This design comes from an exercise in tuning for small area, a short achievable clock period and few clock cycles per item on the open sky130 flow, not from production work.
Function was checked by simulation only, so behaviour that the tests miss may differ from the original.
Power is estimated from default activity; no workload was simulated.

`flow/design.v`:
```
package ale_pkg;
   localparam int DEPTH_DEF = 64;
   localparam int ELEM_W = 32;
   localparam int IDX_W  = 7;
   localparam int CAP_W  = 7;
   localparam int OP_W   = 4;
   localparam int ST_W   = 2;
   localparam int REQ_TDATA_W = 40;
   localparam int REQ_TUSER_W = OP_W;
   localparam int RSP_TDATA_W = ELEM_W;
   localparam int RSP_TUSER_W = ST_W;
   localparam int CSR_TDATA_W = 8;
   localparam logic [CAP_W-1:0] CAP_RESET = 7'd64;
   typedef enum logic [OP_W-1:0] {
      REQ_APPEND  = 4'd0,
      REQ_INSERT  = 4'd1,
      REQ_DELETE  = 4'd2,
      REQ_SEARCH  = 4'd3,
      REQ_GET     = 4'd4,
      REQ_SET     = 4'd5,
      REQ_MAX     = 4'd6,
      REQ_MIN     = 4'd7,
      REQ_SUM     = 4'd8,
      REQ_AVERAGE = 4'd9
   } req_code_type;
   typedef enum logic [ST_W-1:0] {
      ST_OK       = 2'd0,
      ST_FULL     = 2'd1,
      ST_BADIDX   = 2'd2,
      ST_NOTFOUND = 2'd3
   } status_type;
   typedef enum logic [2:0] {
      S_IDLE,
      S_SCAN,
      S_TAIL,
      S_DIV,
      S_DONE
   } state_type;
endpackage
module ale_div #(
   parameter int DIGITS = 4
) (
   input  logic [6:0]          n,       
   input  logic [7:0]          n3,      
   input  logic [5:0]          rem_i,
   input  logic [2*DIGITS-1:0] bits_i,
   output logic [5:0]          rem_o,
   output logic [2*DIGITS-1:0] quo_o
);
   logic [7:0] kn [1:3];
   logic [5:0] a [1:3];
   logic [1:0] b [1:3];
   logic [3:0] na0 [1:3];    
   logic [3:0] na1 [1:3];    
   assign kn[1] = {1'b0, n};
   assign kn[2] = {n, 1'b0};
   assign kn[3] = n3;
   genvar k, s;
   generate
      for (k = 1; k <= 3; k++) begin : g_kn
         assign a[k]   = kn[k][7:2];
         assign b[k]   = kn[k][1:0];
         assign na0[k] = 4'(-a[k][3:0]);
         assign na1[k] = ~a[k][3:0];
      end
   endgenerate
   logic [5:0] r [DIGITS+1];
   assign r[0] = rem_i;
   generate
      for (s = 0; s < DIGITS; s++) begin : g_dig
         logic [1:0] d;
         logic [3:1] c;
         logic [5:0] cand [4];
         assign d = bits_i[2*(DIGITS-s)-1 -: 2];
         assign cand[0] = {r[s][3:0], d};
         for (k = 1; k <= 3; k++) begin : g_k
            logic lt_db;
            logic gt, eq;
            logic [3:0] kk;
            assign lt_db   = d < b[k];
            assign gt      = r[s] > a[k];
            assign eq      = r[s] == a[k];
            assign c[k]    = gt || (eq && !lt_db);
            assign kk      = lt_db ? na1[k] : na0[k];
            assign cand[k] = {4'(r[s][3:0] + kk), 2'(d - b[k])};
         end
         assign r[s+1] = c[3] ? cand[3] : (c[2] ? cand[2] : (c[1] ? cand[1] : cand[0]));
         assign quo_o[2*(DIGITS-s)-1] = c[2];
         assign quo_o[2*(DIGITS-s)-2] = c[1] ^ c[2] ^ c[3];
      end
   endgenerate
   assign rem_o = r[DIGITS];
endmodule
import ale_pkg::*;
module array_list_engine #(
   parameter int DEPTH = ale_pkg::DEPTH_DEF
) (
   input  logic                            clock,
   input  logic                            reset,
   input  logic                            req_tvalid,
   output logic                            req_tready,
   input  logic [ale_pkg::REQ_TDATA_W-1:0] req_tdata,
   input  logic [ale_pkg::REQ_TUSER_W-1:0] req_tuser,
   output logic                            rsp_tvalid,
   input  logic                            rsp_tready,
   output logic [ale_pkg::RSP_TDATA_W-1:0] rsp_tdata,
   output logic [ale_pkg::RSP_TUSER_W-1:0] rsp_tuser,
   input  logic                            csr_tvalid,
   output logic                            csr_tready,
   input  logic [ale_pkg::CSR_TDATA_W-1:0] csr_tdata
);
   localparam int AW       = 6;
   localparam int SCAN_W   = 4;                   
   localparam int SWB      = $clog2(SCAN_W);
   localparam int GW       = AW - SWB;            
   localparam int SUM_W    = 38;
   localparam int DIV_DIG  = 2;                   
   localparam int DIV_BITS = 2 * DIV_DIG;
   localparam int DIV_CYC  = 32 / DIV_BITS;
   localparam int DCW      = $clog2(DIV_CYC);
   localparam int QN       = DIV_CYC + 1;         
   localparam int QW       = $clog2(QN);
   genvar j;
   logic              s1_vld;
   logic [3:0]        s1_op;
   logic [6:0]        s1_idx;
   logic [31:0]       s1_elem;
   logic [6:0]        s1_cap;
   logic              s1_i64;              
   logic              full_ff;             
   logic [DEPTH-1:0]  s1_ieq;              
   logic [DEPTH-1:0]  s1_igt;              
   logic [DEPTH-1:0]  s1_hv;               
   logic [6:0]        cap_ff;
   logic [31:0]       mem [DEPTH];
   logic [DEPTH-1:0]  vld_ff;              
   logic [6:0]        n_ff;
   logic [7:0]        n3_ff;               
   logic [SUM_W-1:0]  sum_ff;
   logic [31:0]       mx_ff, mn_ff;
   logic [6:0]        mxc_ff, mnc_ff;
   logic              mxv_ff, mnv_ff;
   logic              scan_ff;
   logic              div_ff;
   logic [GW-1:0]     ptr_ff;
   logic [DCW-1:0]    dcnt_ff;
   logic              dneg_ff;
   logic [6:0]        dn_ff;               
   logic [7:0]        dn3_ff;
   logic [QW-1:0]     dslot_ff;            
   logic              dwr_ff;              
   logic [5:0]        drem_ff;
   logic [31:0]       dq_ff;
   logic [31:0]       dnq_ff;              
   logic [31:0]       q_data [QN];
   logic [1:0]        q_user [QN];
   logic [QN-1:0]     q_pend;              
   logic [QW-1:0]     q_wr_ff, q_rd_ff;
   logic [QW:0]       q_cnt_ff;
   logic op_app, op_ins, op_del, op_srch, op_get, op_set, op_max, op_min, op_sum, op_avg;
   logic n_zero, full, i_le_n, i_lt_n;
   assign op_app  = s1_op == 4'd0;
   assign op_ins  = s1_op == 4'd1;
   assign op_del  = s1_op == 4'd2;
   assign op_srch = s1_op == 4'd3;
   assign op_get  = s1_op == 4'd4;
   assign op_set  = s1_op == 4'd5;
   assign op_max  = s1_op == 4'd6;
   assign op_min  = s1_op == 4'd7;
   assign op_sum  = s1_op == 4'd8;
   assign op_avg  = s1_op == 4'd9;
   assign n_zero = !vld_ff[0];
   assign full   = full_ff;
   assign i_lt_n = |(s1_ieq & vld_ff);
   assign i_le_n = (|(s1_ieq & {vld_ff[DEPTH-2:0], 1'b1})) || (s1_i64 && vld_ff[DEPTH-1]);
   logic [DEPTH-1:0] n_eq;
   assign n_eq = vld_ff ^ {vld_ff[DEPTH-2:0], 1'b1};
   logic             busy, scan_op, op_mm;
   logic [DEPTH-1:0] rd_sel;
   logic [31:0]      rd;
   assign busy    = scan_ff;
   assign op_mm   = op_max | op_min;
   assign scan_op = s1_vld & ~busy & ~n_zero & ((op_max & ~mxv_ff) | (op_min & ~mnv_ff));
   generate
      for (j = 0; j < DEPTH; j++) begin : g_rsel
         assign rd_sel[j] = s1_ieq[j];
      end
   endgenerate
   logic [31:0] lane [SCAN_W];
   always_comb begin
      for (int g = 0; g < SCAN_W; g++) begin
         lane[g] = '0;
         for (int k = g; k < DEPTH; k += SCAN_W) begin
            lane[g] = lane[g] | ({32{rd_sel[k]}} & mem[k]);
         end
      end
      rd = '0;
      for (int g = 0; g < SCAN_W; g++) begin
         rd = rd | lane[g];
      end
   end
   logic [DEPTH-1:0] hit, fh;
   logic [DEPTH:0]   seen;
   logic [AW-1:0]    hit_pos;
   logic             found;
   assign hit = s1_hv & vld_ff;
   always_comb begin
      seen[0] = 1'b0;
      for (int k = 0; k < DEPTH; k++) begin
         seen[k+1] = seen[k] | hit[k];
         fh[k]     = hit[k] & ~seen[k];
      end
   end
   always_comb begin
      hit_pos = '0;
      for (int k = 0; k < DEPTH; k++) begin
         if (fh[k]) hit_pos = hit_pos | AW'(k);
      end
   end
   assign found = seen[DEPTH];
   localparam int NC = SCAN_W + 1;                
   logic [GW-1:0]    cur_ptr;
   logic             scan_last;
   logic [31:0]      sc_mx, sc_mn;
   logic [6:0]       sc_mxc, sc_mnc;
   logic [SCAN_W-1:0] e_v;
   logic             e_gt [SCAN_W][SCAN_W];    
   logic             e_eq [SCAN_W][SCAN_W];
   logic [SCAN_W-1:0] mx_gt, mx_eq, mn_lt, mn_eq;  
   assign cur_ptr   = scan_ff ? ptr_ff : '0;
   assign scan_last = 7'({cur_ptr, SWB'(SCAN_W - 1)}) >= 7'(n_ff - 7'd1);
   generate
      for (j = 0; j < SCAN_W; j++) begin : g_sc
         assign e_v[j]   = 7'({cur_ptr, SWB'(j)}) < n_ff;
         assign mx_gt[j] = $signed(lane[j]) > $signed(mx_ff);
         assign mx_eq[j] = lane[j] == mx_ff;
         assign mn_lt[j] = $signed(lane[j]) < $signed(mn_ff);
         assign mn_eq[j] = lane[j] == mn_ff;
         for (genvar b = 0; b < SCAN_W; b++) begin : g_pair
            if (b > j) begin : g_cmp
               assign e_gt[j][b] = $signed(lane[j]) > $signed(lane[b]);
               assign e_eq[j][b] = lane[j] == lane[b];
            end else if (b < j) begin : g_sym
               assign e_gt[j][b] = !e_gt[b][j] && !e_eq[b][j];
               assign e_eq[j][b] = e_eq[b][j];
            end else begin : g_self
               assign e_gt[j][b] = 1'b0;
               assign e_eq[j][b] = 1'b1;
            end
         end
      end
   endgenerate
   always_comb begin
      logic [NC-1:0] win_mx, win_mn;
      logic [6:0]    cnt_mx, cnt_mn;
      logic [2:0]    cnt_e;
      win_mx[0] = scan_ff;
      win_mn[0] = scan_ff;
      for (int a = 0; a < SCAN_W; a++) begin
         win_mx[0] = win_mx[0] && !(e_v[a] && mx_gt[a]);
         win_mn[0] = win_mn[0] && !(e_v[a] && mn_lt[a]);
      end
      for (int a = 0; a < SCAN_W; a++) begin
         win_mx[a+1] = e_v[a] && !(scan_ff && (!mx_gt[a]));
         win_mn[a+1] = e_v[a] && !(scan_ff && (!mn_lt[a]));
         for (int b = 0; b < SCAN_W; b++) begin
            if (b < a) begin
               win_mx[a+1] = win_mx[a+1] && !(e_v[b] && !e_gt[a][b]);
               win_mn[a+1] = win_mn[a+1] && !(e_v[b] && (e_gt[a][b] || e_eq[a][b]));
            end else if (b > a) begin
               win_mx[a+1] = win_mx[a+1] && !(e_v[b] && e_gt[b][a]);
               win_mn[a+1] = win_mn[a+1] && !(e_v[b] && !(e_gt[b][a] || e_eq[b][a]));
            end
         end
      end
      sc_mx  = {32{win_mx[0]}} & mx_ff;
      sc_mn  = {32{win_mn[0]}} & mn_ff;
      cnt_mx = mxc_ff;
      cnt_mn = mnc_ff;
      for (int b = 0; b < SCAN_W; b++) begin
         cnt_mx = 7'(cnt_mx + 7'(e_v[b] && mx_eq[b]));
         cnt_mn = 7'(cnt_mn + 7'(e_v[b] && mn_eq[b]));
      end
      sc_mxc = {7{win_mx[0]}} & cnt_mx;
      sc_mnc = {7{win_mn[0]}} & cnt_mn;
      for (int a = 0; a < SCAN_W; a++) begin
         cnt_e = '0;
         for (int b = 0; b < SCAN_W; b++) begin
            cnt_e = 3'(cnt_e + 3'(e_v[b] && e_eq[a][b]));
         end
         sc_mx  = sc_mx | ({32{win_mx[a+1]}} & lane[a]);
         sc_mn  = sc_mn | ({32{win_mn[a+1]}} & lane[a]);
         sc_mxc = sc_mxc | ({7{win_mx[a+1]}} & 7'(cnt_e));
         sc_mnc = sc_mnc | ({7{win_mn[a+1]}} & 7'(cnt_e));
      end
   end
   logic [SUM_W-1:0]    div_a;
   logic [6:0]          dv_n;
   logic [7:0]          dv_n3;
   logic [5:0]          dv_rem_i, dv_rem_o;
   logic [DIV_BITS-1:0] dv_bits, dv_quo;
   logic [31:0]         dq_next;
   logic                div_last;
   logic [31:0]         avg_val;
   logic [31:0]         dnq_next;
   assign div_a    = sum_ff ^ {SUM_W{sum_ff[SUM_W-1]}};
   assign dv_n     = div_ff ? dn_ff : n_ff;
   assign dv_n3    = div_ff ? dn3_ff : n3_ff;
   assign dv_rem_i = div_ff ? drem_ff : div_a[37:32];
   assign dv_bits  = div_ff ? dq_ff[31 -: DIV_BITS] : div_a[31 -: DIV_BITS];
   assign dq_next  = div_ff ? {dq_ff[31-DIV_BITS:0], dv_quo} : {div_a[31-DIV_BITS:0], dv_quo};
   assign div_last = div_ff && (dcnt_ff == DCW'(DIV_CYC - 1));
   always_comb begin
      logic [31:0] nq, nmq;
      nq  = div_ff ? dnq_ff : '0;
      nmq = '1;
      if (div_ff) begin
         for (int b = 0; b < 32; b++) begin
            if (b < DIV_BITS * int'(dcnt_ff)) nmq[b] = !dq_ff[b];
         end
      end
      for (int g = DIV_DIG - 1; g >= 0; g--) begin
         if (dv_quo[2*g +: 2] == 2'd0) nq = {nq[29:0], 2'b00};
         else nq = {nmq[29:0], 2'(3'd4 - 3'(dv_quo[2*g +: 2]))};
         nmq = {nmq[29:0], 2'(2'd3 - dv_quo[2*g +: 2])};
      end
      dnq_next = nq;
   end
   assign avg_val = !dneg_ff ? dq_ff :
                    ((7'(drem_ff) == 7'(dn_ff - 7'd1)) ? ~dq_ff : dnq_ff);
   ale_div #(
      .DIGITS (DIV_DIG)
   ) u_div (
      .n     (dv_n),
      .n3    (dv_n3),
      .rem_i (dv_rem_i),
      .bits_i(dv_bits),
      .rem_o (dv_rem_o),
      .quo_o (dv_quo)
   );
   logic        rsp_ok;
   logic        done;
   logic        fire;
   logic        start_scan, start_div;
   logic [31:0] res_val;
   logic [1:0]  res_st;
   logic        res_pend;
   logic        q_full, q_head, q_pop;
   assign q_full = q_cnt_ff == (QW+1)'(QN);
   assign q_head = (q_cnt_ff != '0) && !q_pend[q_rd_ff];
   assign q_pop  = q_head && rsp_tready;
   assign rsp_ok = !q_full || q_pop;
   always_comb begin
      start_scan = 1'b0;
      start_div  = 1'b0;
      done       = 1'b0;
      res_val    = '0;
      res_st     = 2'd0;
      res_pend   = 1'b0;
      if (scan_ff) begin
         done    = scan_last;
         res_val = op_max ? sc_mx : sc_mn;
      end else if (s1_vld) begin
         done = 1'b1;
         case (s1_op)
            4'd0: begin
               if (full) res_st = 2'd1;
            end
            4'd1: begin
               if (!i_le_n) res_st = 2'd2;
               else if (full) res_st = 2'd1;
            end
            4'd2, 4'd4: begin
               if (!i_lt_n) res_st = 2'd2;
               else res_val = rd;
            end
            4'd3: begin
               if (found) res_val = 32'(hit_pos);
               else res_st = 2'd3;
            end
            4'd5: begin
               if (!i_lt_n) res_st = 2'd2;
            end
            4'd6, 4'd7: begin
               if (n_zero) begin
                  res_st = 2'd2;
               end else if (scan_op) begin
                  res_val    = op_max ? sc_mx : sc_mn;
                  done       = scan_last;
                  start_scan = !scan_last;
               end else begin
                  res_val = op_max ? mx_ff : mn_ff;
               end
            end
            4'd8: begin
               res_val = sum_ff[31:0];
            end
            4'd9: begin
               if (n_zero) begin
                  res_st = 2'd2;
               end else begin
                  done      = !div_ff;
                  start_div = 1'b1;
                  res_pend  = 1'b1;
               end
            end
            default: begin
            end
         endcase
      end
   end
   assign fire = done && rsp_ok;
   logic go;
   logic app_c, ins_c, del_c, set_c, add_c, rem_c, grow_c;
   assign go     = fire && !busy && s1_vld;
   assign app_c  = op_app && !full;
   assign ins_c  = op_ins && i_le_n && !full;
   assign del_c  = op_del && i_lt_n;
   assign set_c  = op_set && i_lt_n;
   assign add_c  = app_c || ins_c || set_c;
   assign rem_c  = del_c || set_c;
   assign grow_c = app_c || ins_c;
   logic [DEPTH-1:0] sel_n, sel_l, sel_r;
   generate
      for (j = 0; j < DEPTH; j++) begin : g_slot
         logic [31:0] lv, rv;
         logic        sel_h;
         assign sel_n[j] = go && (((ins_c || set_c) && s1_ieq[j]) || (app_c && n_eq[j]));
         if (j == 0) begin : g_first
            assign lv       = mem[0];
            assign sel_l[j] = 1'b0;
         end else begin : g_mid
            assign lv       = mem[j-1];
            assign sel_l[j] = go && ((ins_c && s1_igt[j]) || (op_srch && fh[j]));
         end
         if (j == DEPTH - 1) begin : g_last
            assign rv       = mem[j];
            assign sel_r[j] = go && del_c && (s1_igt[j] || s1_ieq[j]);
         end else begin : g_rest
            assign rv       = mem[j+1];
            assign sel_r[j] = go && ((del_c && (s1_igt[j] || s1_ieq[j])) ||
                                     (op_srch && fh[j+1]));
         end
         assign sel_h = ~(sel_n[j] | sel_l[j] | sel_r[j]);
         always_ff @(posedge clock) begin
            mem[j] <= ({32{sel_n[j]}} & s1_elem) | ({32{sel_l[j]}} & lv) |
                      ({32{sel_r[j]}} & rv) | ({32{sel_h}} & mem[j]);
         end
      end
   endgenerate
   logic [31:0]      in_elem;
   logic [DEPTH-1:0] cmp_now, hv_in;
   logic             cmp_new;
   assign in_elem = req_tdata[38:7];
   assign cmp_new = s1_elem == in_elem;
   generate
      for (j = 0; j < DEPTH; j++) begin : g_hv
         assign cmp_now[j] = mem[j] == in_elem;
      end
      for (j = 0; j < DEPTH; j++) begin : g_hvn
         logic lb, rb;
         if (j == 0) begin : g_first
            assign lb = cmp_now[0];
         end else begin : g_mid
            assign lb = cmp_now[j-1];
         end
         if (j == DEPTH - 1) begin : g_last
            assign rb = cmp_now[j];
         end else begin : g_rest
            assign rb = cmp_now[j+1];
         end
         assign hv_in[j] = (sel_n[j] & cmp_new) | (sel_l[j] & lb) | (sel_r[j] & rb) |
                           (~(sel_n[j] | sel_l[j] | sel_r[j]) & cmp_now[j]);
      end
   endgenerate
   logic [SUM_W-1:0] sum_px, sum_bs, sum_mv, sum_nx;
   logic             x_gt, x_eq, x_lt, x_eqn, v_eq, v_eqn;
   logic             mxv_n, mnv_n;
   logic [6:0]       mxc_n, mnc_n, mxc_inc, mxc_dec, mnc_inc, mnc_dec;
   logic [31:0]      mx_n, mn_n;
   assign sum_px = SUM_W'(sum_ff + {{(SUM_W-32){s1_elem[31]}}, s1_elem});
   assign sum_bs = op_set ? sum_px : sum_ff;
   assign sum_mv = SUM_W'(sum_bs - {{(SUM_W-32){rd[31]}}, rd});
   assign sum_nx = rem_c ? sum_mv : (add_c ? sum_px : sum_ff);
   assign x_gt  = $signed(s1_elem) > $signed(mx_ff);
   assign x_eq  = s1_elem == mx_ff;
   assign x_lt  = $signed(s1_elem) < $signed(mn_ff);
   assign x_eqn = s1_elem == mn_ff;
   assign v_eq  = rd == mx_ff;
   assign v_eqn = rd == mn_ff;
   assign mxc_inc = 7'(mxc_ff + 7'd1);
   assign mxc_dec = 7'(mxc_ff - 7'd1);
   assign mnc_inc = 7'(mnc_ff + 7'd1);
   assign mnc_dec = 7'(mnc_ff - 7'd1);
   always_comb begin
      logic vr, vrn, xnew, xnewn, xeq, xeqn;
      vr    = rem_c && mxv_ff && v_eq;
      vrn   = rem_c && mnv_ff && v_eqn;
      xnew  = (grow_c && n_zero) || (add_c && x_gt) || (add_c && x_eq && !mxv_ff);
      xnewn = (grow_c && n_zero) || (add_c && x_lt) || (add_c && x_eqn && !mnv_ff);
      xeq   = add_c && x_eq;
      xeqn  = add_c && x_eqn;
      if (xnew) begin
         mx_n  = s1_elem;
         mxc_n = 7'd1;
         mxv_n = 1'b1;
      end else if (xeq) begin
         mx_n  = mx_ff;
         mxc_n = vr ? mxc_ff : mxc_inc;
         mxv_n = 1'b1;
      end else begin
         mx_n  = mx_ff;
         mxc_n = vr ? mxc_dec : mxc_ff;
         mxv_n = vr ? (mxc_ff != 7'd1) : mxv_ff;
      end
      if (xnewn) begin
         mn_n  = s1_elem;
         mnc_n = 7'd1;
         mnv_n = 1'b1;
      end else if (xeqn) begin
         mn_n  = mn_ff;
         mnc_n = vrn ? mnc_ff : mnc_inc;
         mnv_n = 1'b1;
      end else begin
         mn_n  = mn_ff;
         mnc_n = vrn ? mnc_dec : mnc_ff;
         mnv_n = vrn ? (mnc_ff != 7'd1) : mnv_ff;
      end
   end
   logic accept;
   assign accept = req_tvalid && req_tready;
   logic [6:0] cap_in, n_up, n_dn;
   logic       f_in_up, f_in_dn, f_in_eq, f_s1_up, f_s1_dn, f_s1_eq, full_nx_in, full_nx_s1;
   assign cap_in  = (cap_ff == 7'd0) ? 7'd1 : ((cap_ff > 7'd64) ? 7'd64 : cap_ff);
   assign n_up    = 7'(n_ff + 7'd1);
   assign n_dn    = 7'(n_ff - 7'd1);
   assign f_in_up = n_up >= cap_in;
   assign f_in_dn = n_dn >= cap_in;
   assign f_in_eq = n_ff >= cap_in;
   assign f_s1_up = n_up >= s1_cap;
   assign f_s1_dn = n_dn >= s1_cap;
   assign f_s1_eq = n_ff >= s1_cap;
   assign full_nx_in = (go && grow_c) ? f_in_up : ((go && del_c) ? f_in_dn : f_in_eq);
   assign full_nx_s1 = (go && grow_c) ? f_s1_up : ((go && del_c) ? f_s1_dn : f_s1_eq);
   always_ff @(posedge clock) begin
      if (reset) begin
         s1_vld     <= 1'b0;
         full_ff    <= 1'b0;
         cap_ff     <= 7'd64;
         n_ff       <= '0;
         n3_ff      <= '0;
         vld_ff     <= '0;
         sum_ff     <= '0;
         mxv_ff     <= 1'b0;
         mnv_ff     <= 1'b0;
         scan_ff    <= 1'b0;
         div_ff     <= 1'b0;
         q_wr_ff    <= '0;
         dwr_ff     <= 1'b0;
         q_rd_ff    <= '0;
         q_cnt_ff   <= '0;
      end else begin
         if (csr_tvalid) cap_ff <= csr_tdata[6:0];
         full_ff <= accept ? full_nx_in : full_nx_s1;
         if (accept) s1_vld <= 1'b1;
         else if (fire) s1_vld <= 1'b0;
         if (go && grow_c) begin
            n_ff   <= n_up;
            n3_ff  <= 8'(n3_ff + 8'd3);
            vld_ff <= {vld_ff[DEPTH-2:0], 1'b1};
         end else if (go && del_c) begin
            n_ff   <= n_dn;
            n3_ff  <= 8'(n3_ff - 8'd3);
            vld_ff <= {1'b0, vld_ff[DEPTH-1:1]};
         end
         if (go) sum_ff <= sum_nx;
         if (scan_op || scan_ff) begin
            if (fire) begin
               mxv_ff <= 1'b1;
               mnv_ff <= 1'b1;
            end
         end else if (go) begin
            mxv_ff <= mxv_n;
            mnv_ff <= mnv_n;
         end
         if (start_scan) scan_ff <= 1'b1;
         else if (fire) scan_ff <= 1'b0;
         if (go && start_div) div_ff <= 1'b1;
         else if (div_last) div_ff <= 1'b0;
         dwr_ff <= div_last;
         if (fire) q_wr_ff <= (q_wr_ff == QW'(QN - 1)) ? '0 : QW'(q_wr_ff + 1'b1);
         if (q_pop) q_rd_ff <= (q_rd_ff == QW'(QN - 1)) ? '0 : QW'(q_rd_ff + 1'b1);
         if (fire && !q_pop) q_cnt_ff <= (QW+1)'(q_cnt_ff + 1'b1);
         else if (!fire && q_pop) q_cnt_ff <= (QW+1)'(q_cnt_ff - 1'b1);
      end
   end
   always_ff @(posedge clock) begin
      if (accept) begin
         s1_op   <= req_tuser;
         s1_idx  <= req_tdata[6:0];
         s1_elem <= in_elem;
         s1_cap  <= cap_in;
         s1_i64  <= req_tdata[6:0] == 7'd64;
         s1_hv   <= hv_in;
         for (int k = 0; k < DEPTH; k++) begin
            s1_ieq[k] <= ((req_tuser == 4'd6) || (req_tuser == 4'd7)) ? (k < SCAN_W) :
                         (req_tdata[6:0] == 7'(k));
            s1_igt[k] <= req_tdata[6:0] < 7'(k);
         end
      end
      if (scan_op || scan_ff) begin
         if (!scan_last || fire) begin
            mx_ff  <= sc_mx;
            mxc_ff <= sc_mxc;
            mn_ff  <= sc_mn;
            mnc_ff <= sc_mnc;
         end
      end else if (go) begin
         mx_ff  <= mx_n;
         mxc_ff <= mxc_n;
         mn_ff  <= mn_n;
         mnc_ff <= mnc_n;
      end
      if (start_scan) ptr_ff <= GW'(1);
      else if (scan_ff && !scan_last) ptr_ff <= GW'(ptr_ff + 1'b1);
      if (start_scan || (scan_ff && !scan_last)) s1_ieq <= s1_ieq << SCAN_W;
      if (go && start_div) begin
         dneg_ff  <= sum_ff[SUM_W-1];
         dn_ff    <= n_ff;
         dn3_ff   <= n3_ff;
         dslot_ff <= q_wr_ff;
         dcnt_ff  <= DCW'(1);
      end else if (div_ff && !div_last) begin
         dcnt_ff <= DCW'(dcnt_ff + 1'b1);
      end
      if ((go && start_div) || div_ff) begin
         drem_ff <= dv_rem_o;
         dq_ff   <= dq_next;
         dnq_ff  <= dnq_next;
      end
      for (int k = 0; k < QN; k++) begin
         if (fire && (q_wr_ff == QW'(k))) begin
            q_data[k] <= res_val;
            q_user[k] <= res_st;
            q_pend[k] <= res_pend;
         end else if (dwr_ff && (dslot_ff == QW'(k))) begin
            q_data[k] <= avg_val;
            q_pend[k] <= 1'b0;
         end
      end
   end
   assign req_tready = !s1_vld || fire;
   assign rsp_tvalid = q_head;
   assign rsp_tuser  = q_user[q_rd_ff];
   assign csr_tready = 1'b1;
   assign rsp_tdata  = q_data[q_rd_ff];
endmodule
```
`flow/run.sh`:
```
#!/bin/bash
# synth_recipe.tcl (not shown) runs the flow's synth.tcl, then flattens the netlist and writes it again
# the make line also repeats each setting of config.mk as NAME=value (left out here)
make -C /OpenROAD-flow-scripts/flow DESIGN_CONFIG=/design/flow/config.mk WORK_HOME=/design/flow/orfs CLKGATE_MAP_FILE= SYNTH_SCRIPT=/design/flow/synth_recipe.tcl finish
```
`flow/config.mk`:
```
export PLATFORM = sky130hd
export DESIGN_NAME = array_list_engine
export DESIGN_NICKNAME = array_list_engine
export VERILOG_FILES = /design/flow/design.v
export SDC_FILE = /design/flow/constraint.sdc
export NUM_CORES = 4
export LEC_CHECK = 0
export CAP_MARGIN = 20
export CORE_MARGIN = 2
export CORE_UTILIZATION = 34
export GPL_TIMING_DRIVEN = 0
export PLACE_DENSITY = 0.42
export SLEW_MARGIN = 20
```
`flow/constraint.sdc`:
```
create_clock -name core_clock -period 6.0 [get_ports {clock}]
set_input_delay 1.2000 -clock core_clock [delete_from_list [all_inputs] [get_ports {clock}]]
set_output_delay 1.2000 -clock core_clock [all_outputs]
set_load 0.01 [all_outputs]
```
==> results of run 1 <==
==> worst max path at each step <==
stage | from | endpoint | slack, ps
global placement | s1_ieq[6]$_DFFE_PP_ | q_data[0][28]$_DFFE_PP_ | -8510
floorplan | div_ff$_SDFFE_PP0P_ | dnq_ff[28]$_DFFE_PP_ | 10
CTS | s1_ieq[7]$_DFFE_PP_ | mxc_ff[1]$_DFFE_PP_ | -960
detailed placement | s1_ieq[38]$_DFFE_PP_ | q_data[0][24]$_DFFE_PP_ | -5030
==> metrics by stage <==
stage | instance area, um2 | power (uW) | TNS (ps) | utilization (%)
after floorplan | 188400 | 42270 | 0 | -
after detailed placement | 220900 | 74310 | -3825100 | 40.00
after global placement | 198400 | 71320 | -9658400 | 35.92
after CTS | 241100 | 100400 | -342140 | 43.66
==> logic make-up after synthesis <==
kind of cell    after synthesis  share of synthesized area, %
compound gates             5747                         25.51
xor+xnor                   2387                         11.10
fa+ha+maj                   795                         5.376
buf+inv                    2472                         5.166
flops                      2917                         34.79
mux                         121                        0.8720
other cells                   1                      0.001991
simple gates               7361                         17.17
==> power groups by stage <==
stage | Sequential [uW] | Combinational (uW) | Clock (uW)
after global placement | 40400 | 31000 | 0
after floorplan | 26800 | 15500 | 0
after CTS | 39900 | 37300 | 23200
after detailed placement | 40100 | 34200 | 0
==> per-layer routing <==
layer  overflow  global-route usage [%]
met5        250                   77.10
met4       6175                   100.0
met3       2745                   90.42
met2      22070                   115.6
met1       2851                   95.24
==> timing repair <==
action / 4_1_cts
endpoints found under the setup margin: 3364
gates resized for setup: 1164
setup buffers: 246
gates cloned: 7
endpoints found under the hold margin: 0
pin swaps: 156
==> results by group, run 1 <==
Logic synthesis
  • Synth top area cells: dfxtp_1 (23%), edfxtp_1 (11%), a222oi_1 (9.7%)
  • Mean post-synth cell area: 8.641 um2
  • Yosys top cell by area: dfxtp_1
  • Most common cell in the netlist: nand2_1
  • Yosys top cell area share: 23.41%
  • Cells after synthesis: 21,800
  • Ys Warns: 16
  • Post-synthesis sequential area ratio: approximately a third
  • Most frequent cells after synthesis: nand2_1 (4,728), dfxtp_1 (2,203), a222oi_1 (1,834), clkbuf_1 (1,516), xor2_1 (1,493)
  • Yosys reg bits: 2,917
  • Async set-reset flop share out of synthesis: 0%
  • Mapped Nets: about 23,000
  • Synth cell types: roughly 110
  • Syn Std Cell Area: ~190,000 um2
  • Post-synth EDFFs: slightly above 700
  • Synth Flop Type: dfxtp_1

Run status
  • Halt Stage: 5_1_grt
  • Err: [ERROR GRT-0116] Global routing finished with congestion. Check the congestion regions in the DRC Viewer.
  • Outcome: stopped before the end

Clocking
  • CTS root buf: clkbuf_16
  • Cts bufs inserted: about 360
  • CTS H-tree depth: 5
  • CTS sink cnt: between 2,000 and 3,000
  • Hold Buf Count CTS: 0
  • Clock Tree Buf Depth: 4

Placed design
  • Post-Place Worst Slack: -5034 ps
  • RePlAce Congestion: 1.593
  • Placed cells: ~30,000
  • Port-buffer cells: 85
  • Hpwl dp: approximately 2,100,000 um

Global routing
  • Largest net degree at the start of global routing: 124
  • Total GRT Usage: 100.0%
  • First-pass GRT wire length: 3,822,000 um
  • Vias in the first global route: approximately 300k
  • Gr ovfl total: about 34,000

Floorplanning
  • Die H: around 750 um
  • Site Rows: roughly 270
  • Starting Density: around 34%
  • Io pins: 94
  • Die width: around 750 um
Testbench counts, summed over its fixed seeds: cycles 17,706, requests 16,000.
==> run 2, diff against run 1 <==
--- a/flow/design.v
+++ b/flow/design.v
@@ -142,3 +142,4 @@
    logic              mxv_ff, mnv_ff;
-   logic              scan_ff;
+   logic              scan_ff;             
+   logic              sfin_ff;             
    logic              div_ff;
@@ -180,3 +181,3 @@
    logic [31:0]      rd;
-   assign busy    = scan_ff;
+   assign busy    = scan_ff | sfin_ff;
    assign op_mm   = op_max | op_min;
@@ -359,5 +360,7 @@
       res_pend   = 1'b0;
-      if (scan_ff) begin
-         done    = scan_last;
-         res_val = op_max ? sc_mx : sc_mn;
+      if (sfin_ff) begin
+         done    = 1'b1;
+         res_val = op_max ? mx_ff : mn_ff;
+      end else if (scan_ff) begin
+         done    = 1'b0;
       end else if (s1_vld) begin
@@ -387,5 +390,4 @@
                end else if (scan_op) begin
-                  res_val    = op_max ? sc_mx : sc_mn;
-                  done       = scan_last;
-                  start_scan = !scan_last;
+                  done       = 1'b0;
+                  start_scan = 1'b1;
                end else begin
@@ -556,2 +558,3 @@
          scan_ff    <= 1'b0;
+         sfin_ff    <= 1'b0;
          div_ff     <= 1'b0;
@@ -576,4 +579,4 @@
          if (go) sum_ff <= sum_nx;
-         if (scan_op || scan_ff) begin
-            if (fire) begin
+         if (scan_op || scan_ff || sfin_ff) begin
+            if (sfin_ff && fire) begin
                mxv_ff <= 1'b1;
@@ -585,4 +588,5 @@
          end
-         if (start_scan) scan_ff <= 1'b1;
-         else if (fire) scan_ff <= 1'b0;
+         scan_ff <= (start_scan || scan_ff) && !scan_last;
+         if ((start_scan || scan_ff) && scan_last) sfin_ff <= 1'b1;
+         else if (fire) sfin_ff <= 1'b0;
          if (go && start_div) div_ff <= 1'b1;
@@ -611,8 +615,6 @@
       if (scan_op || scan_ff) begin
-         if (!scan_last || fire) begin
-            mx_ff  <= sc_mx;
-            mxc_ff <= sc_mxc;
-            mn_ff  <= sc_mn;
-            mnc_ff <= sc_mnc;
-         end
+         mx_ff  <= sc_mx;
+         mxc_ff <= sc_mxc;
+         mn_ff  <= sc_mn;
+         mnc_ff <= sc_mnc;
       end else if (go) begin
@@ -624,4 +626,4 @@
       if (start_scan) ptr_ff <= GW'(1);
-      else if (scan_ff && !scan_last) ptr_ff <= GW'(ptr_ff + 1'b1);
-      if (start_scan || (scan_ff && !scan_last)) s1_ieq <= s1_ieq << SCAN_W;
+      else if (scan_ff) ptr_ff <= GW'(ptr_ff + 1'b1);
+      if ((start_scan || scan_ff) && !scan_last) s1_ieq <= s1_ieq << SCAN_W;
       if (go && start_div) begin
--- a/flow/config.mk
+++ b/flow/config.mk
@@ -9,5 +9,4 @@
 export CORE_MARGIN = 2
-export CORE_UTILIZATION = 34
-export GPL_TIMING_DRIVEN = 0
-export PLACE_DENSITY = 0.42
+export CORE_UTILIZATION = 30
+export PLACE_DENSITY = 0.36
 export SLEW_MARGIN = 20
==> results by group, run 2 <==
Run status
  • Outcome: stopped before the end
  • Halt Stage: 5_1_grt
  • Err: [ERROR GRT-0116] Global routing finished with congestion. Check the congestion regions in the DRC Viewer.

Logic synthesis
  • Mean post-synth cell area: 8.747 um2 (+1.2%)
  • Cells after synthesis: 21,160 (-3.0%)
  • Synth top area cells: dfxtp_1 (24%), edfxtp_1 (12%), a222oi_1 (9.6%)
  • Mapped Nets: 22,010 (-2.9%)
  • Async set-reset flop share out of synthesis: 0% (unchanged)
  • Syn Std Cell Area: 185,000 um2 (-1.8%)
  • Most common cell in the netlist: nand2_1
  • Synth cell types: 103 (-4.6%)
  • Post-synthesis sequential area ratio: 35.43% (+0.64 points)
  • Yosys top cell by area: dfxtp_1
  • Yosys top cell area share: 23.84% (+0.43 points)
  • Yosys reg bits: 2,918 (+0.034%)
  • Ys Warns: 16 (unchanged)
  • Most frequent cells after synthesis: nand2_1 (4,453), dfxtp_1 (2,204), a222oi_1 (1,779), clkbuf_1 (1,575), xnor2_1 (1,468)
  • Synth Flop Type: dfxtp_1
  • Post-synth EDFFs: 714 (unchanged)

Global routing
  • First-pass GRT wire length: roughly 3,400,000 um
  • Vias in the first global route: ~270k
  • Largest net degree at the start of global routing: between 90 and 100
  • Gr ovfl total: about 3,800
  • Total GRT Usage: 78.79%

Clocking
  • CTS H-tree depth: 5 (unchanged)
  • Cts bufs inserted: 383 (+7.6%)
  • Clock Tree Buf Depth: 4 (unchanged)
  • Hold Buf Count CTS: 0 (unchanged)
  • CTS root buf: clkbuf_16
  • CTS sink cnt: 2,918 (+0.034%)

Placed design
  • Hpwl dp: 1,782,000 um (-17%)
  • RePlAce Congestion: 1.339 (-16%)
  • Port-buffer cells: 90 (+5.9%)

Floorplanning
  • Die H: 789.4 um (+5.5%)
  • Starting Density: 30.10% (-4.0 points)
  • Site Rows: 288 (+5.5%)
  • Die width: 789.4 um (+5.5%)
  • Io pins: 94 (unchanged)
[run 2: cell count changes after synthesis, moves of 127 or more]
cell | previous run | this run
nor3_1 | 125 | 257
o221ai_1 | 272 | 9
nand4_1 | 461 | 588
xor2_1 | 1493 | 914
nand2_1 | 4728 | 4453
buf_2 | 312 | 131
nor2_1 | 812 | 613
xnor2_1 | 893 | 1468
mux2i_1 | 73 | 338
nor4_1 | 439 | 308
[run 2: metrics by stage]
step | setup TNS, ps | instances | worst slack (ps) | instance area, um2 | hold WS [ps]
4_1_cts | 0 | 32960 | 1.180 | 249100 | 439.6
3_5_place_dp | -105640 | 32240 | -1431 | 234600 | 431.3
3_3_place_gp | -109400 | 32230 | -1574 | 234500 | 430.1
2_1_floorplan | 0 | 21160 | 32.64 | 185100 | 406.4
[run 2: power groups by stage]
stage / combinational (uW) / sequential [uW] / clock (uW)
CTS: 42600 / 29800 / 24800
detailed placement: 41900 / 30200 / 0
global placement: 41900 / 30200 / 0
floorplan: 13800 / 25100 / 0
[run 2: kinds of logic after synthesis]
group                    synth area share [%]
other                                0.002027
flip-flops                              35.43
XOR/XNOR                                11.29
AO/OA/AOI/OAI                           24.93
AND/OR/NAND/NOR                         16.14
buffers and inverters                   4.791
multiplexers                            1.944
adder cells (fa/ha/maj)                 5.473
[run 2: worst min path at each step]
| stage | start | to | slack, ps | cells after the start |
|---|---|---|---|---|
| 4_1_cts | mem[61][7]$_DFF_P_ | mem[61][7]$_DFF_P_ | 440 | 2 |
| 3_5_place_dp | mem[61][7]$_DFF_P_ | mem[61][7]$_DFF_P_ | 430 | 2 |
| 3_3_place_gp | mem[61][7]$_DFF_P_ | mem[61][7]$_DFF_P_ | 430 | 2 |
| 2_1_floorplan | sum_ff[37]$_SDFFE_PP0P_ | dneg_ff$_DFFE_PP_ | 410 | 0 |
[run 2: repair_timing]
| action | CTS |
|---|---|
| pin swaps | 29 |
| endpoints found under the setup margin | 146 |
| gates cloned | 1 |
| gates resized for setup | 291 |
| setup buffers | 15 |
| hold endpoints to repair | 0 |
[run 2: metal layers]
metal / overflow / GRT usage, %
met5: 0 / 37.96
met4: 1425 / 74.29
met3: 23 / 67.78
met2: 2366 / 90.89
met1: 19 / 80.87
Testbench counts of run 2, summed over its fixed seeds: cycles 17,778, requests 16,000.
==> run 3, diff against run 2 <==
--- a/flow/config.mk
+++ b/flow/config.mk
@@ -11,2 +11,3 @@
 export PLACE_DENSITY = 0.36
+export SETUP_SLACK_MARGIN = 0.3
 export SLEW_MARGIN = 20
==> results by group, run 3 <==
Run status
  • Outcome: stopped before the end
  • Halt Stage: 5_1_grt
  • Err: [ERROR GRT-0116] Global routing finished with congestion. Check the congestion regions in the DRC Viewer.

Logic synthesis
  • Async set-reset flop share out of synthesis: 0% (unchanged)
  • Synth top area cells: dfxtp_1 (24%), edfxtp_1 (12%), a222oi_1 (9.6%)
  • Post-synth EDFFs: 714 (unchanged)
  • Ys Warns: 16 (unchanged)
  • Syn Std Cell Area: 185,000 um2 (unchanged)
  • Yosys top cell area share: 23.84% (unchanged)
  • Yosys reg bits: 2,918 (unchanged)
  • Synth cell types: 103 (unchanged)
  • Most frequent cells after synthesis: nand2_1 (4,453), dfxtp_1 (2,204), a222oi_1 (1,779), clkbuf_1 (1,575), xnor2_1 (1,468)
  • Yosys top cell by area: dfxtp_1
  • Synth Flop Type: dfxtp_1
  • Mean post-synth cell area: 8.747 um2 (unchanged)
  • Mapped Nets: 22,010 (unchanged)
  • Post-synthesis sequential area ratio: 35.43% (unchanged)
  • Cells after synthesis: 21,160 (unchanged)
  • Most common cell in the netlist: nand2_1

Global routing
  • Largest net degree at the start of global routing: 116
  • Total GRT Usage: approximately four fifths
  • First-pass GRT wire length: 3,446,000 um
  • Gr ovfl total: roughly 4,900
  • Vias in the first global route: between 200k and 300k

Placed design
  • Port-buffer cells: 90 (unchanged)
  • RePlAce Congestion: 1.353 (+1.1%)
  • Placed cells: 32,550 (+0.98%)
  • Hpwl dp: 1,825,000 um (+2.4%)
  • Post-Place Worst Slack: -1509 ps (-77.66 ps)

Clocking
  • Clock Tree Buf Depth: 4 (unchanged)
  • CTS sink cnt: 2,918 (unchanged)
  • Hold Buf Count CTS: 0 (unchanged)
  • Cts bufs inserted: 380 (-0.78%)
  • CTS root buf: clkbuf_16
  • CTS H-tree depth: 5 (unchanged)

Floorplanning
  • Starting Density: 30.10% (unchanged)
  • Die H: 789.4 um (unchanged)
  • Io pins: 94 (unchanged)
  • Die width: 789.4 um (unchanged)
  • Site Rows: 288 (unchanged)
run 3: cell counts after synthesis:
Identical to the previous run, type by type.
run 3: how the worst min path moves through the flow:
stage / start / slack [ps] / end / depth (start not counted)
3_3_place_gp: mem[28][13]$_DFF_P_ / 440 / mem[28][13]$_DFF_P_ / 2
4_1_cts: mem[28][13]$_DFF_P_ / 440 / mem[28][13]$_DFF_P_ / 2
2_1_floorplan: sum_ff[37]$_SDFFE_PP0P_ / 410 / dneg_ff$_DFFE_PP_ / 0
3_5_place_dp: mem[28][13]$_DFF_P_ / 430 / mem[28][13]$_DFF_P_ / 2
run 3: power groups by stage:
| stage | registers (uW) | clock network, uW | logic (uW) |
|---|---|---|---|
| after floorplan | 25100 | 0 | 13800 |
| after global placement | 29800 | 0 | 44000 |
| after detailed placement | 29800 | 0 | 44000 |
| after CTS | 29500 | 25100 | 45600 |
run 3: repair_timing:
item | CTS
setup endpoints to repair | 202
endpoints found under the hold margin | 0
setup buffers | 81
resized for setup | 667
gates cloned | 9
pin swaps | 144
run 3: logic make-up after synthesis:
family	Yosys count	share of synthesized area (%)
AND/OR/NAND/NOR	6849	16.14
AO/OA/AOI/OAI	5538	24.93
flip-flops	2918	35.43
XOR/XNOR	2383	11.29
buffers and inverters	2315	4.791
adder cells (fa/ha/maj)	795	5.473
multiplexers	356	1.944
other	1	0.002027
run 3: per-stage QoR:
step	TNS (ps)	hold WS, ps	total power, uW	instance area (um2)
after floorplan	0	406.4	38920	185200
after global placement	-155160	440.4	73820	238200
after detailed placement	-104410	430.9	73780	238300
after CTS	-22.00	438.4	100200	255600
run 3: layer usage:
layer	GRT usage [%]	overflow
met1	82.28	49
met2	91.86	2921
met3	69.24	57
met4	75.85	1818
met5	42.99	6
==> run 4, diff against run 3 <==
--- a/flow/design.v
+++ b/flow/design.v
@@ -131,4 +131,2 @@
    logic [DEPTH-1:0]  s1_ieq;              
-   logic [DEPTH-1:0]  s1_igt;              
-   logic [DEPTH-1:0]  s1_hv;               
    logic [6:0]        cap_ff;
@@ -144,2 +142,7 @@
    logic              sfin_ff;             
+   logic              smrg_ff;             
+   logic              sfirst_ff;           
+   logic              slast_ff;            
+   logic [31:0]       sl_ff [4];           
+   logic [3:0]        sv_ff;               
    logic              div_ff;
@@ -158,4 +161,3 @@
    logic [QN-1:0]     q_pend;              
-   logic [QW-1:0]     q_wr_ff, q_rd_ff;
-   logic [QW:0]       q_cnt_ff;
+   logic [QW:0]       q_cnt_ff;            
    logic op_app, op_ins, op_del, op_srch, op_get, op_set, op_max, op_min, op_sum, op_avg;
@@ -181,3 +183,3 @@
    logic [31:0]      rd;
-   assign busy    = scan_ff | sfin_ff;
+   assign busy    = scan_ff | smrg_ff | sfin_ff;
    assign op_mm   = op_max | op_min;
@@ -206,3 +208,7 @@
    logic             found;
-   assign hit = s1_hv & vld_ff;
+   generate
+      for (j = 0; j < DEPTH; j++) begin : g_cmp
+         assign hit[j] = (mem[j] == s1_elem) && vld_ff[j];
+      end
+   endgenerate
    always_comb begin
@@ -226,3 +232,3 @@
    logic [6:0]       sc_mxc, sc_mnc;
-   logic [SCAN_W-1:0] e_v;
+   logic [SCAN_W-1:0] e_v, m_v;
    logic             e_gt [SCAN_W][SCAN_W];    
@@ -235,10 +241,11 @@
          assign e_v[j]   = 7'({cur_ptr, SWB'(j)}) < n_ff;
-         assign mx_gt[j] = $signed(lane[j]) > $signed(mx_ff);
-         assign mx_eq[j] = lane[j] == mx_ff;
-         assign mn_lt[j] = $signed(lane[j]) < $signed(mn_ff);
-         assign mn_eq[j] = lane[j] == mn_ff;
+         assign m_v[j]   = sv_ff[j];
+         assign mx_gt[j] = $signed(sl_ff[j]) > $signed(mx_ff);
+         assign mx_eq[j] = sl_ff[j] == mx_ff;
+         assign mn_lt[j] = $signed(sl_ff[j]) < $signed(mn_ff);
+         assign mn_eq[j] = sl_ff[j] == mn_ff;
          for (genvar b = 0; b < SCAN_W; b++) begin : g_pair
             if (b > j) begin : g_cmp
-               assign e_gt[j][b] = $signed(lane[j]) > $signed(lane[b]);
-               assign e_eq[j][b] = lane[j] == lane[b];
+               assign e_gt[j][b] = $signed(sl_ff[j]) > $signed(sl_ff[b]);
+               assign e_eq[j][b] = sl_ff[j] == sl_ff[b];
             end else if (b < j) begin : g_sym
@@ -257,18 +264,18 @@
       logic [2:0]    cnt_e;
-      win_mx[0] = scan_ff;
-      win_mn[0] = scan_ff;
+      win_mx[0] = !sfirst_ff;
+      win_mn[0] = !sfirst_ff;
       for (int a = 0; a < SCAN_W; a++) begin
-         win_mx[0] = win_mx[0] && !(e_v[a] && mx_gt[a]);
-         win_mn[0] = win_mn[0] && !(e_v[a] && mn_lt[a]);
+         win_mx[0] = win_mx[0] && !(m_v[a] && mx_gt[a]);
+         win_mn[0] = win_mn[0] && !(m_v[a] && mn_lt[a]);
       end
       for (int a = 0; a < SCAN_W; a++) begin
-         win_mx[a+1] = e_v[a] && !(scan_ff && (!mx_gt[a]));
-         win_mn[a+1] = e_v[a] && !(scan_ff && (!mn_lt[a]));
+         win_mx[a+1] = m_v[a] && !(!sfirst_ff && (!mx_gt[a]));
+         win_mn[a+1] = m_v[a] && !(!sfirst_ff && (!mn_lt[a]));
          for (int b = 0; b < SCAN_W; b++) begin
             if (b < a) begin
-               win_mx[a+1] = win_mx[a+1] && !(e_v[b] && !e_gt[a][b]);
-               win_mn[a+1] = win_mn[a+1] && !(e_v[b] && (e_gt[a][b] || e_eq[a][b]));
+               win_mx[a+1] = win_mx[a+1] && !(m_v[b] && !e_gt[a][b]);
+               win_mn[a+1] = win_mn[a+1] && !(m_v[b] && (e_gt[a][b] || e_eq[a][b]));
             end else if (b > a) begin
-               win_mx[a+1] = win_mx[a+1] && !(e_v[b] && e_gt[b][a]);
-               win_mn[a+1] = win_mn[a+1] && !(e_v[b] && !(e_gt[b][a] || e_eq[b][a]));
+               win_mx[a+1] = win_mx[a+1] && !(m_v[b] && e_gt[b][a]);
+               win_mn[a+1] = win_mn[a+1] && !(m_v[b] && !(e_gt[b][a] || e_eq[b][a]));
             end
@@ -281,4 +288,4 @@
       for (int b = 0; b < SCAN_W; b++) begin
-         cnt_mx = 7'(cnt_mx + 7'(e_v[b] && mx_eq[b]));
-         cnt_mn = 7'(cnt_mn + 7'(e_v[b] && mn_eq[b]));
+         cnt_mx = 7'(cnt_mx + 7'(m_v[b] && mx_eq[b]));
+         cnt_mn = 7'(cnt_mn + 7'(m_v[b] && mn_eq[b]));
       end
@@ -289,6 +296,6 @@
          for (int b = 0; b < SCAN_W; b++) begin
-            cnt_e = 3'(cnt_e + 3'(e_v[b] && e_eq[a][b]));
+            cnt_e = 3'(cnt_e + 3'(m_v[b] && e_eq[a][b]));
          end
-         sc_mx  = sc_mx | ({32{win_mx[a+1]}} & lane[a]);
-         sc_mn  = sc_mn | ({32{win_mn[a+1]}} & lane[a]);
+         sc_mx  = sc_mx | ({32{win_mx[a+1]}} & sl_ff[a]);
+         sc_mn  = sc_mn | ({32{win_mn[a+1]}} & sl_ff[a]);
          sc_mxc = sc_mxc | ({7{win_mx[a+1]}} & 7'(cnt_e));
@@ -350,5 +357,8 @@
    assign q_full = q_cnt_ff == (QW+1)'(QN);
-   assign q_head = (q_cnt_ff != '0) && !q_pend[q_rd_ff];
+   assign q_head = (q_cnt_ff != '0) && !q_pend[0];
    assign q_pop  = q_head && rsp_tready;
    assign rsp_ok = !q_full || q_pop;
+   logic [QW-1:0] q_wpos, q_apos;
+   assign q_wpos = QW'(q_cnt_ff - (QW+1)'(q_pop));
+   assign q_apos = QW'(dslot_ff - QW'(q_pop));
    always_comb begin
@@ -363,3 +373,3 @@
          res_val = op_max ? mx_ff : mn_ff;
-      end else if (scan_ff) begin
+      end else if (scan_ff || smrg_ff) begin
          done    = 1'b0;
@@ -425,2 +435,7 @@
    logic [DEPTH-1:0] sel_n, sel_l, sel_r;
+   logic [DEPTH-1:0] s1_igt;               
+   always_comb begin
+      s1_igt[0] = 1'b0;
+      for (int k = 1; k < DEPTH; k++) s1_igt[k] = s1_igt[k-1] | s1_ieq[k-1];
+   end
    generate
@@ -452,27 +467,2 @@
    endgenerate
-   logic [31:0]      in_elem;
-   logic [DEPTH-1:0] cmp_now, hv_in;
-   logic             cmp_new;
-   assign in_elem = req_tdata[38:7];
-   assign cmp_new = s1_elem == in_elem;
-   generate
-      for (j = 0; j < DEPTH; j++) begin : g_hv
-         assign cmp_now[j] = mem[j] == in_elem;
-      end
-      for (j = 0; j < DEPTH; j++) begin : g_hvn
-         logic lb, rb;
-         if (j == 0) begin : g_first
-            assign lb = cmp_now[0];
-         end else begin : g_mid
-            assign lb = cmp_now[j-1];
-         end
-         if (j == DEPTH - 1) begin : g_last
-            assign rb = cmp_now[j];
-         end else begin : g_rest
-            assign rb = cmp_now[j+1];
-         end
-         assign hv_in[j] = (sel_n[j] & cmp_new) | (sel_l[j] & lb) | (sel_r[j] & rb) |
-                           (~(sel_n[j] | sel_l[j] | sel_r[j]) & cmp_now[j]);
-      end
-   endgenerate
    logic [SUM_W-1:0] sum_px, sum_bs, sum_mv, sum_nx;
@@ -558,7 +548,6 @@
          scan_ff    <= 1'b0;
+         smrg_ff    <= 1'b0;
          sfin_ff    <= 1'b0;
          div_ff     <= 1'b0;
-         q_wr_ff    <= '0;
          dwr_ff     <= 1'b0;
-         q_rd_ff    <= '0;
          q_cnt_ff   <= '0;
@@ -579,3 +568,3 @@
          if (go) sum_ff <= sum_nx;
-         if (scan_op || scan_ff || sfin_ff) begin
+         if (scan_op || scan_ff || smrg_ff || sfin_ff) begin
             if (sfin_ff && fire) begin
@@ -589,3 +578,4 @@
          scan_ff <= (start_scan || scan_ff) && !scan_last;
-         if ((start_scan || scan_ff) && scan_last) sfin_ff <= 1'b1;
+         smrg_ff <= start_scan || scan_ff;
+         if (smrg_ff && slast_ff) sfin_ff <= 1'b1;
          else if (fire) sfin_ff <= 1'b0;
@@ -594,4 +584,2 @@
          dwr_ff <= div_last;
-         if (fire) q_wr_ff <= (q_wr_ff == QW'(QN - 1)) ? '0 : QW'(q_wr_ff + 1'b1);
-         if (q_pop) q_rd_ff <= (q_rd_ff == QW'(QN - 1)) ? '0 : QW'(q_rd_ff + 1'b1);
          if (fire && !q_pop) q_cnt_ff <= (QW+1)'(q_cnt_ff + 1'b1);
@@ -604,6 +592,5 @@
          s1_idx  <= req_tdata[6:0];
-         s1_elem <= in_elem;
+         s1_elem <= req_tdata[38:7];
          s1_cap  <= cap_in;
          s1_i64  <= req_tdata[6:0] == 7'd64;
-         s1_hv   <= hv_in;
          for (int k = 0; k < DEPTH; k++) begin
@@ -611,6 +598,11 @@
                          (req_tdata[6:0] == 7'(k));
-            s1_igt[k] <= req_tdata[6:0] < 7'(k);
          end
       end
-      if (scan_op || scan_ff) begin
+      if (start_scan || scan_ff) begin
+         for (int g = 0; g < SCAN_W; g++) sl_ff[g] <= lane[g];
+         sv_ff     <= e_v;
+         sfirst_ff <= start_scan;
+         slast_ff  <= scan_last;
+      end
+      if (smrg_ff) begin
          mx_ff  <= sc_mx;
@@ -632,6 +624,7 @@
          dn3_ff   <= n3_ff;
-         dslot_ff <= q_wr_ff;
+         dslot_ff <= q_wpos;
          dcnt_ff  <= DCW'(1);
-      end else if (div_ff && !div_last) begin
-         dcnt_ff <= DCW'(dcnt_ff + 1'b1);
+      end else begin
+         if (div_ff && !div_last) dcnt_ff <= DCW'(dcnt_ff + 1'b1);
+         if (q_pop) dslot_ff <= QW'(dslot_ff - 1'b1);
       end
@@ -643,3 +636,3 @@
       for (int k = 0; k < QN; k++) begin
-         if (fire && (q_wr_ff == QW'(k))) begin
+         if (fire && (q_wpos == QW'(k))) begin
             q_data[k] <= res_val;
@@ -647,5 +640,12 @@
             q_pend[k] <= res_pend;
-         end else if (dwr_ff && (dslot_ff == QW'(k))) begin
+         end else if (dwr_ff && (q_apos == QW'(k))) begin
             q_data[k] <= avg_val;
+            q_user[k] <= 2'd0;
             q_pend[k] <= 1'b0;
+         end else if (q_pop) begin
+            if (k < QN - 1) begin
+               q_data[k] <= q_data[k+1];
+               q_user[k] <= q_user[k+1];
+               q_pend[k] <= q_pend[k+1];
+            end
          end
@@ -655,5 +655,5 @@
    assign rsp_tvalid = q_head;
-   assign rsp_tuser  = q_user[q_rd_ff];
+   assign rsp_tuser  = q_user[0];
    assign csr_tready = 1'b1;
-   assign rsp_tdata  = q_data[q_rd_ff];
+   assign rsp_tdata  = q_data[0];
 endmodule
--- a/flow/config.mk
+++ b/flow/config.mk
@@ -9,5 +9,4 @@
 export CORE_MARGIN = 2
-export CORE_UTILIZATION = 30
-export PLACE_DENSITY = 0.36
-export SETUP_SLACK_MARGIN = 0.3
+export CORE_UTILIZATION = 34
+export PLACE_DENSITY = 0.42
 export SLEW_MARGIN = 20
==> results by group, run 4 <==
Logic synthesis
  • Post-synthesis sequential area ratio: 34.82% (-0.61 points)
  • Mean post-synth cell area: 8.875 um2 (+1.5%)
  • Post-Synth Adder-Cell Area: 5.140% (-0.33 points)
  • Synth cell types: 101 (-1.9%)
  • Synth Area in XOR/XNOR: 10.89% (-0.40 points)
  • Post-synth EDFFs: 721 (+0.98%)
  • Largest family of logic cells by synthesized area: compound AO/OA/AOI/OAI gates
  • Mapped Nets: 22,060 (+0.22%)
  • Yosys reg bits: 2,918 (unchanged)
  • Cells after synthesis: 21,240 (+0.40%)
  • Syn Std Cell Area: 188,500 um2 (+1.9%)
  • Mux cell area share after synthesis: 0.5476% (-1.4 points)
  • Most common cell in the netlist: nand2_1
  • Yosys top cell area share: 23.33% (-0.51 points)
  • Most frequent cells after synthesis: nand2_1 (2,346), dfxtp_1 (2,197), xor2_1 (1,543), clkbuf_1 (1,534), a22o_1 (1,352)
  • Synth top area cells: dfxtp_1 (23%), edfxtp_1 (11%), xor2_1 (7.2%)
  • Yosys top cell by area: dfxtp_1
  • Ys Warns: 17 (+1)
  • Synth Flop Type: dfxtp_1
  • Simple-gate share of the synthesized area: 14.10% (-2.0 points)
  • Compound-Gate Fraction of Synth Area: 28.80% (+3.9 points)
  • Async set-reset flop share out of synthesis: 0% (unchanged)

Floorplanning
  • Site Rows: 273 (-5.2%)
  • Io pins: 94 (unchanged)
  • Starting Density: 34.11% (+4.0 points)
  • Die H: 748.6 um (-5.2%)
  • Die width: 748.6 um (-5.2%)

Clocking
  • Hold Buf Count CTS: 0 (unchanged)
  • CTS H-tree depth: 5 (unchanged)
  • CTS sink cnt: 2,918 (unchanged)
  • Clock Tree Buf Depth: 4 (unchanged)
  • Cts bufs inserted: 362 (-4.7%)
  • CTS root buf: clkbuf_16

Placed design
  • Hpwl dp: 1,611,000 um (-12%)
  • Port-buffer cells: 90 (unchanged)
  • RePlAce Congestion: 1.352 (-0.11%)

Run status
  • Outcome: stopped before the end
  • Halt Stage: 5_1_grt
  • Err: [ERROR GRT-0116] Global routing finished with congestion. Check the congestion regions in the DRC Viewer.

Global routing
  • Largest net degree at the start of global routing: about 110
  • Total GRT Usage: 75.61%
  • Gr ovfl total: around 670
  • Vias in the first global route: ~250k
  • First-pass GRT wire length: approximately 2,900,000 um
## run 4: cell types whose count changed after synthesis, moves of 161 or more
cell	change
a21oi_1	+244
a221o_1	+791
a222oi_1	-1248
a22o_1	+671
a22oi_1	+548
inv_1	+250
mux2i_1	-263
nand2_1	-2107
nand3_1	+504
nand4_1	-161
o21ai_0	+343
xnor2_1	-668
xor2_1	+629
## run 4: cell families after synthesis
group / Yosys count
adder cells (fa/ha/maj): 760
flip-flops: 2918
AND/OR/NAND/NOR: 5588
multiplexers: 100
buffers and inverters: 2623
AO/OA/AOI/OAI: 6906
other: 1
XOR/XNOR: 2343
## run 4: per-layer routing
layer / GRT overflow / track usage, %
met1: 11 / 77.22
met2: 363 / 88.67
met3: 5 / 63.31
met4: 288 / 71.13
met5: 2 / 40.61
## run 4: power groups by stage
stage	clock [uW]	sequential [uW]	combinational, uW
CTS	23500	36500	37100
detailed placement	0	36900	36900
global placement	0	36900	36900
floorplan	0	29600	11600
## run 4: what timing repair did
item                                    4_1_cts
gates cloned                                  0
resized for setup                            20
buffers inserted                              9
endpoints found under the setup margin       36
pin swaps                                     5
## run 4: worst max path at each step
stage                                   end  slack [ps]  depth (start not counted)
global placement       dnq_ff[31]$_DFFE_PP_        -570                         32
detailed placement  sum_ff[36]$_SDFFE_PP0P_        -410                         22
CTS                 sum_ff[35]$_SDFFE_PP0P_           4                         27
floorplan              dnq_ff[16]$_DFFE_PP_           4                         33
## run 4: metrics by stage
step	std cells	setup slack (ps)	setup TNS (ps)	cell area, um2
global placement	30750	-572.9	-14910	230000
floorplan	21240	3.673	0	188600
CTS	31430	4.368	0	242500
detailed placement	30760	-413.0	-4713	230100
Testbench counts of run 4, summed over its fixed seeds: cycles 17,850, requests 16,000.
